Background: an optimization exercise with open tools, aiming at small area. Do not read the settings as production practice. Function was checked by simulation only, so behaviour that the tests miss may differ from the original.

Setup of v6:
==> module fletcher_checksum, before the edit <==
module fletcher_checksum (
    input  logic                   clk,
    input  logic                   clear,    
    input  logic                   first,    
    input  logic                   act,      
    input  logic                   add,      
    input  logic                   digit0,
    input  logic [3:0]             din,      
    output logic [2*img_pkg::WORD_BITS-1:0] sum
);
    logic [img_pkg::WORD_BITS-1:0] a;
    logic [img_pkg::WORD_BITS-1:0] b;
    logic                          ca;
    logic [1:0]                    cb;
    logic [3:0]                    a_d;
    logic [3:0]                    b_d;
    logic [4:0]                    a_s;
    logic [5:0]                    b_s;
    assign a_d = first ? 4'd0 : a[3:0];
    assign b_d = first ? 4'd0 : b[3:0];
    assign a_s = {1'b0, a_d} + {1'b0, (add ? din : 4'd0)} + 5'(ca);
    assign b_s = {2'b0, b_d} + {2'b0, (add ? a_s[3:0] : 4'd0)} + 6'(cb)
               + 6'(digit0 & ca);
    always_ff @(posedge clk) begin
        if (clear) begin
            ca <= 1'b0;
            cb <= 2'd0;
        end else if (act) begin
            ca <= a_s[4];
            cb <= b_s[5:4];
        end
        if (act) begin
            a <= {a_s[3:0], a[img_pkg::WORD_BITS-1:4]};
            b <= {b_s[3:0], b[img_pkg::WORD_BITS-1:4]};
        end
    end
    assign sum = {(&b) ? 16'd0 : b, (&a) ? 16'd0 : a};
endmodule
==> module readout_sequencer, before the edit <==
module readout_sequencer (
    input  logic                 clk,
    input  logic                 rst,
    input  logic                 cmd_readout,
    input  img_pkg::header_t              cmd_header,
    output logic [2:0]           rd_y,
    output logic [2:0]           rd_x,
    input  logic                 rd_hit,
    input  logic [img_pkg::PIXEL_BITS-1:0] rd_data,
    output logic                 readout_start,
    output logic                 readout_ready,
    input  logic                 readout_trigger,
    output img_pkg::pixel_word_t          readout_data
);
    logic                   readout_prev;
    logic                   readout_cmd;
    logic [6:0]             q;
    logic                   taken;
    logic                   pass;
    logic [1:0]             dg;
    logic                   last_dg;
    logic                   is_hdr;
    logic                   is_pix;
    logic                   is_cks;
    logic                   is_pad;
    logic                   waiting;
    logic                   load;
    logic [img_pkg::PIXEL_BITS-1:0] hold;
    img_pkg::pixel_word_t   hdr_word;
    img_pkg::pixel_word_t   cks_word;
    logic [15:0]            host;
    logic [3:0]             din;
    logic [2*img_pkg::WORD_BITS-1:0] cks_sum;
    assign readout_cmd = cmd_readout ^ readout_prev;
    assign is_hdr  = !q[6] && (q[5:2] == 4'b1111);
    assign is_pix  = q[6];
    assign is_cks  = (q[6:1] == 6'd0);
    assign is_pad  = (q[6:1] == 6'd1);
    assign last_dg = (dg == 2'd3);
    assign rd_y = q[5:3];
    assign rd_x = q[2:0];
    assign waiting = !readout_ready && !taken;
    assign load    = waiting && (is_hdr || is_pad || (is_pix && rd_hit));
    assign hdr_word = cmd_header.words[2'd3 - q[1:0]];
    assign cks_word = q[0] ? cks_sum[31:16] : cks_sum[15:0];
    always_comb begin
        readout_data = '0;
        if (is_pix) begin
            readout_data = {hold[7:0], 4'b0000, hold[11:8]};
        end else if (is_hdr) begin
            readout_data = hdr_word;
        end else if (is_cks) begin
            readout_data = {cks_word[7:0], cks_word[15:8]};
        end
    end
    assign host = {readout_data[7:0], readout_data[15:8]};
    assign din  = host[4*dg +: 4];
    fletcher_checksum fletcher_i (
        .clk    (clk),
        .clear  (readout_cmd),
        .first  (q == 7'd60),
        .act    (pass),
        .add    (!is_cks),
        .digit0 (dg == 2'd0),
        .din    (din),
        .sum    (cks_sum)
    );
    always_ff @(posedge clk) begin
        if (waiting && is_pix && rd_hit) begin
            hold <= rd_data;
        end
    end
    always_ff @(posedge clk) begin
        if (rst) begin
            readout_prev  <= 1'b0;
            readout_start <= 1'b0;
            readout_ready <= 1'b0;
            taken         <= 1'b0;
            pass          <= 1'b0;
            dg            <= 2'd0;
            q             <= 7'd4;
        end else begin
            readout_prev <= cmd_readout;
            if (pass) begin
                dg <= dg + 1'b1;
                if (last_dg) begin
                    pass <= 1'b0;
                end
            end
            if (readout_cmd) begin
                readout_start <= !readout_start;
                readout_ready <= 1'b0;
                taken         <= 1'b0;
                pass          <= 1'b0;
                dg            <= 2'd0;
                q             <= 7'd60;
            end else if (readout_ready) begin
                if (readout_trigger) begin
                    readout_ready <= 1'b0;
                    taken         <= 1'b1;
                end
            end else if (taken) begin
                if (!pass) begin
                    taken <= 1'b0;
                    q     <= q + 1'b1;
                end
            end else if (is_cks) begin
                if (!pass) begin
                    pass <= 1'b1;
                end else if (last_dg) begin
                    readout_ready <= 1'b1;
                end
            end else if (load) begin
                readout_ready <= 1'b1;
                pass          <= !is_pad;
            end
        end
    end
endmodule
==> flow/config.mk <==
export PLATFORM = sky130hd
export DESIGN_NAME = img_controller
export DESIGN_NICKNAME = img_controller
export VERILOG_FILES = /design/flow/design.v
export SDC_FILE = /design/flow/constraint.sdc
export NUM_CORES = 4
export LEC_CHECK = 0
export CAP_MARGIN = 20
export CORE_MARGIN = 2
export CORE_UTILIZATION = 60
export CTS_BUF_LIST = sky130_fd_sc_hd__clkbuf_8
export CTS_CLUSTER_DIAMETER = 60
export CTS_CLUSTER_SIZE = 18
export SLEW_MARGIN = 20
==> flow/constraint.sdc <==
create_clock -name core_clock -period 10.0 [get_ports {clk}]
set_input_delay 2.0000 -clock core_clock [delete_from_list [all_inputs] [get_ports {clk}]]
set_output_delay 2.0000 -clock core_clock [all_outputs]
set_load 0.01 [all_outputs]
standard.sh (not shown) runs the stock make flow with config.mk's settings and CLKGATE_MAP_FILE= SYNTH_SCRIPT=/design/flow/synth_recipe.tcl, a recipe that flattens the netlist after the stock synthesis.
==> flow/flow/run.sh <==
#!/bin/bash
# Standard layout with two changes: the port buffers are the smallest buffer
# cell, and clock tree synthesis inserts no dummy loads. Full log beside the run.
bash standard.sh \
  "BUFFER_PORTS_ARGS=-buffer_cell sky130_fd_sc_hd__buf_1" \
  "CTS_ARGS=-sink_clustering_enable -repair_clock_nets -sink_clustering_size 10 -sink_clustering_max_diameter 50 -buf_list sky130_fd_sc_hd__clkbuf_4 -dont_use_dummy_load" \
  finish > standard.log 2>&1
The following lists how v7 was set up differently from v6:
-- flow/design.v --
<<< v6, line 64
        end
    end
    assign sum = {(&b) ? 16'd0 : b, (&a) ? 16'd0 : a};
endmodule
`timescale 1ns/1ns
>>> v7, line 64
        end
    end
    assign sum = {b, a};
endmodule
`timescale 1ns/1ns
<<< v6, line 251
        end else if (is_hdr) begin
            readout_data = hdr_word;
        end else if (is_cks) begin
            readout_data = {cks_word[7:0], cks_word[15:8]};
        end
>>> v7, line 251
        end else if (is_hdr) begin
            readout_data = hdr_word;
        end else if (is_cks && !(&cks_word)) begin
            readout_data = {cks_word[7:0], cks_word[15:8]};
        end
Notes after the runs:
Compared with v6, v7 shows sequential area share after synthesis higher by 0.38 points. v7 vs. v6: starting DRC count in detailed routing now sits higher, final clock period utilization by the worst path has increased, average instance area after synthesis fell about 1.5%. | flip-flop and latch count | v7 vs v6 | ≈ equal |. Summary — relative area of non-clock buffer cells in the final design, v7 relative to v6: lower, by 0.17 points. Diff v7..v6 | die extent in y | negligible.

-- re-timing with driven ports --
The flow's constraints put no driver on any port. The routed layouts listed below were extracted and timed again, unchanged, in two steps. Step 1 (the two cells are an assumption about what drives the block):
set clk [get_ports {clk}]
set_driving_cell -lib_cell sky130_fd_sc_hd__clkbuf_16 $clk
set_driving_cell -lib_cell sky130_fd_sc_hd__buf_2 [delete_from_list [all_inputs] $clk]
Step 2, shift: input delay + t, output delay - t, t = (earliest + latest rising clock arrival at the registers) / 2. This alone moves slack from input paths to output paths. a / b / c = ideal / step 1 / step 2; a / b = the first two.
| run | t, ns | slack for setup (ns) | clock arrival spread, ns | worst register clock-pin slew, ns |
|---|---|---|---|---|
| v6 | 0.815 | 3.478 / 3.478 / 3.478 | 0.070 / 0.069 | 0.11 / 0.11 |
| v7 | 0.800 | 3.080 / 3.080 / 3.080 | 0.123 / 0.123 | 0.11 / 0.11 |
After both steps every run listed still meets setup and hold.
